From an optimization exercise on the open Yosys and OpenROAD flow, aimed at small area; shortcuts taken in it are not production practice.
The RTL was checked by simulation tests, not by an equivalence proof against the original design.
Power and IR drop assume default switching activity.

## job 104
==> flow/design.v <==
package mips_pkg;
  localparam int unsigned REG_AW = 5;
  localparam logic [5:0] OP_RTYPE = 6'h00;
  localparam logic [5:0] OP_BEQ   = 6'h04;
  localparam logic [5:0] OP_ANDI  = 6'h0C;
  localparam logic [5:0] OP_ORI   = 6'h0D;
  localparam logic [5:0] OP_XORI  = 6'h0E;
  localparam logic [5:0] OP_LW    = 6'h23;
  localparam logic [31:0] MIPS_NOP = 32'h0000_0000;
  function automatic logic [31:0] imm_ext(input logic [31:0] ins);
    logic [5:0] op;
    op = ins[31:26];
    if (op == OP_ANDI || op == OP_ORI || op == OP_XORI)
      imm_ext = {16'h0000, ins[15:0]};
    else
      imm_ext = {{16{ins[15]}}, ins[15:0]};
  endfunction
endpackage
import mips_pkg::*;
module id_regfile
(
  input  logic              CLK,
  input  logic              RST,
  input  logic [REG_AW-1:0] ra1,
  input  logic [REG_AW-1:0] ra2,
  output logic [31:0]       rd1,
  output logic [31:0]       rd2,
  input  logic              we,
  input  logic [REG_AW-1:0] wa,
  input  logic [31:0]       wd
);
  logic [31:0] regs [1:31];
  logic [31:0] vld;
  logic [31:1] wen;
  logic [31:1] nsel1, nsel2;
  logic        ok1, ok2;
  always_comb begin
    for (int i = 1; i < 32; i++) begin
      wen[i]   = we && (wa == 5'(i));
      nsel1[i] = !(vld[i] && ra1 == 5'(i));
      nsel2[i] = !(vld[i] && ra2 == 5'(i));
    end
  end
  always_ff @(posedge CLK) begin
    for (int i = 1; i < 32; i++)
      if (wen[i]) regs[i] <= wd;
  end
  always_ff @(posedge CLK) begin
    if (RST) vld[31:1] <= '0;
    else     vld[31:1] <= vld[31:1] | wen;
  end
  assign vld[0] = 1'b0;
  assign ok1 = !(&nsel1);
  assign ok2 = !(&nsel2);
  always_comb begin
    rd1 = {32{ok1}};
    rd2 = {32{ok2}};
    for (int i = 1; i < 32; i++) begin
      rd1 = rd1 & (regs[i] | {32{nsel1[i]}});
      rd2 = rd2 & (regs[i] | {32{nsel2[i]}});
    end
  end
endmodule
import mips_pkg::*;
module id_stage
#(
  parameter logic [31:0] NOP_INS  = MIPS_NOP,
  parameter logic [31:0] RESET_PC = 32'h0000_0000
)(
  input  logic              CLK,
  input  logic              RST,
  input  logic [31:0]       Ins,
  input  logic [31:0]       nextPC,
  input  logic              flush,
  input  logic              ex_memread,
  input  logic [REG_AW-1:0] ex_rt,
  input  logic              wb_we,
  input  logic [REG_AW-1:0] wb_addr,
  input  logic [31:0]       wb_data,
  output logic              stall,
  output logic              id_valid,
  output logic [31:0]       id_pc,
  output logic [5:0]        id_opcode,
  output logic [5:0]        id_funct,
  output logic [REG_AW-1:0] id_rs,
  output logic [REG_AW-1:0] id_rt,
  output logic [REG_AW-1:0] id_rd,
  output logic [31:0]       id_rs_data,
  output logic [31:0]       id_rt_data,
  output logic [31:0]       id_imm,
  output logic [31:0]       id_br_target
);
  logic [31:0]       ins_q;
  logic [31:0]       pc_q;
  logic              valid_q;
  logic              stall_w;
  logic [REG_AW-1:0] rs;
  logic [REG_AW-1:0] rt;
  logic [31:0]       imm;
  always_ff @(posedge CLK) begin
    if (RST || flush) begin
      ins_q   <= NOP_INS;
      pc_q    <= RESET_PC;
      valid_q <= 1'b0;
    end else if (!stall_w) begin
      ins_q   <= Ins;
      pc_q    <= nextPC;
      valid_q <= 1'b1;
    end
  end
  assign rs  = ins_q[25:21];
  assign rt  = ins_q[20:16];
  assign imm = mips_pkg::imm_ext(ins_q);
  assign stall_w = valid_q && ex_memread && (ex_rt != '0) &&
                   ((ex_rt == rs) || (ex_rt == rt));
  assign stall        = stall_w;
  assign id_valid     = valid_q;
  assign id_pc        = pc_q;
  assign id_opcode    = ins_q[31:26];
  assign id_rs        = rs;
  assign id_rt        = rt;
  assign id_rd        = ins_q[15:11];
  assign id_funct     = ins_q[5:0];
  assign id_imm       = imm;
  assign id_br_target = pc_q + (imm << 2);
  id_regfile u_regfile (
    .CLK (CLK),
    .RST (RST),
    .ra1 (rs),
    .ra2 (rt),
    .rd1 (id_rs_data),
    .rd2 (id_rt_data),
    .we  (wb_we),
    .wa  (wb_addr),
    .wd  (wb_data)
  );
endmodule
clock: 6.0 ns
lec_check: 0
cap_margin: 20
core_margin: 2
core_utilization: 60
setup_slack_margin: 0.1
slew_margin: 20
standard.sh (not shown) runs the stock make flow with config.mk's settings and CLKGATE_MAP_FILE= SYNTH_SCRIPT=/design/flow/synth_recipe.tcl, a recipe that flattens the netlist after the stock synthesis.
==> flow/flow/run.sh <==
#!/bin/bash
# Standard ORFS layout with two changes: port buffers use the smallest buffer
# cell, and CTS uses large sink clusters without dummy loads.
set -euo pipefail
export BUFFER_PORTS_ARGS="-buffer_cell sky130_fd_sc_hd__buf_1"
export CTS_ARGS="-sink_clustering_enable -repair_clock_nets -dont_use_dummy_load -root_buf sky130_fd_sc_hd__clkbuf_16 -buf_list sky130_fd_sc_hd__clkbuf_16 -sink_clustering_size 26 -sink_clustering_max_diameter 120"
bash standard.sh > standard.log 2>&1
Job 104: all stages complete, timing, DRC and antenna checks passed
Here is what was changed in the inputs of job 102 compared with job 104.
==> flow/design.v, changed modules only <==
module id_regfile
(
  input  logic              CLK,
  input  logic              RST,
  input  logic [REG_AW-1:0] ra1,
  input  logic [REG_AW-1:0] ra2,
  output logic [31:0]       rd1,
  output logic [31:0]       rd2,
  input  logic              we,
  input  logic [REG_AW-1:0] wa,
  input  logic [31:0]       wd
);
  logic [31:0] regs [1:31];
  logic [31:1] wen;
  logic [31:0] wdata;
  logic [31:1] nsel1, nsel2;
  assign wdata = wd & {32{~RST}};
  always_comb begin
    for (int i = 1; i < 32; i++) begin
      wen[i]   = RST || (we && (wa == 5'(i)));
      nsel1[i] = (ra1 != 5'(i));
      nsel2[i] = (ra2 != 5'(i));
    end
  end
  always_ff @(posedge CLK) begin
    for (int i = 1; i < 32; i++)
      if (wen[i]) regs[i] <= wdata;
  end
  always_comb begin
    rd1 = {32{ra1 != '0}};
    rd2 = {32{ra2 != '0}};
    for (int i = 1; i < 32; i++) begin
      rd1 = rd1 & (regs[i] | {32{nsel1[i]}});
      rd2 = rd2 & (regs[i] | {32{nsel2[i]}});
    end
  end
endmodule
Results
- Re logic depth of the worst path, buffers included: job 102 and job 104 aren't equal, and the lower value belongs to job 104.
- Diff job 104 -> job 102: slack of the critical path went down 0.039 ns, multi-input combinational cell area increased by 3.4% relative to the old numbers, routing usage on met1 decreased by 1.3 points relative to the old numbers.
- Row power consumption: job 102 higher / job 104 lower
- Post-route cell area delta (job 102 -> job 104): insignificant
- Looking at worst setup path endpoint, the id_rt_data[22] result is from job 104; the id_br_target[28] one comes from job 102.

## separate check: timing with driven ports
No port has a modelled driver above. Below, the same layouts with a new extraction and two added sets of constraints.
Step 1 sets driving cells, clkbuf_16 on the clock port and buf_2 on the other inputs (assumed; they add their load-dependent delay and slew).
Step 2 adds t to the input delays and takes it off the output delays; t is the mean of the earliest and latest rising clock arrival at the registers after step 1. Input paths then give back, and output paths get back, about the clock's delay inside the block.
Three values: ideal, step 1, step 2; two values: the first two.
| run | shift t [ns] | setup slack, ns | latest minus earliest clock arrival (ns) | worst slew at a driven data input, ns | cell pins on the clock port's net |
|---|---|---|---|---|---|
| job 104 | 0.715 | 0.648 / 0.585 / 1.300 | 0.067 / 0.068 | 0.14 | 1 |
| job 102 | 0.722 | 0.609 / 0.537 / 1.259 | 0.053 / 0.053 | 0.06 | 1 |
After both steps every run listed still meets setup and hold.
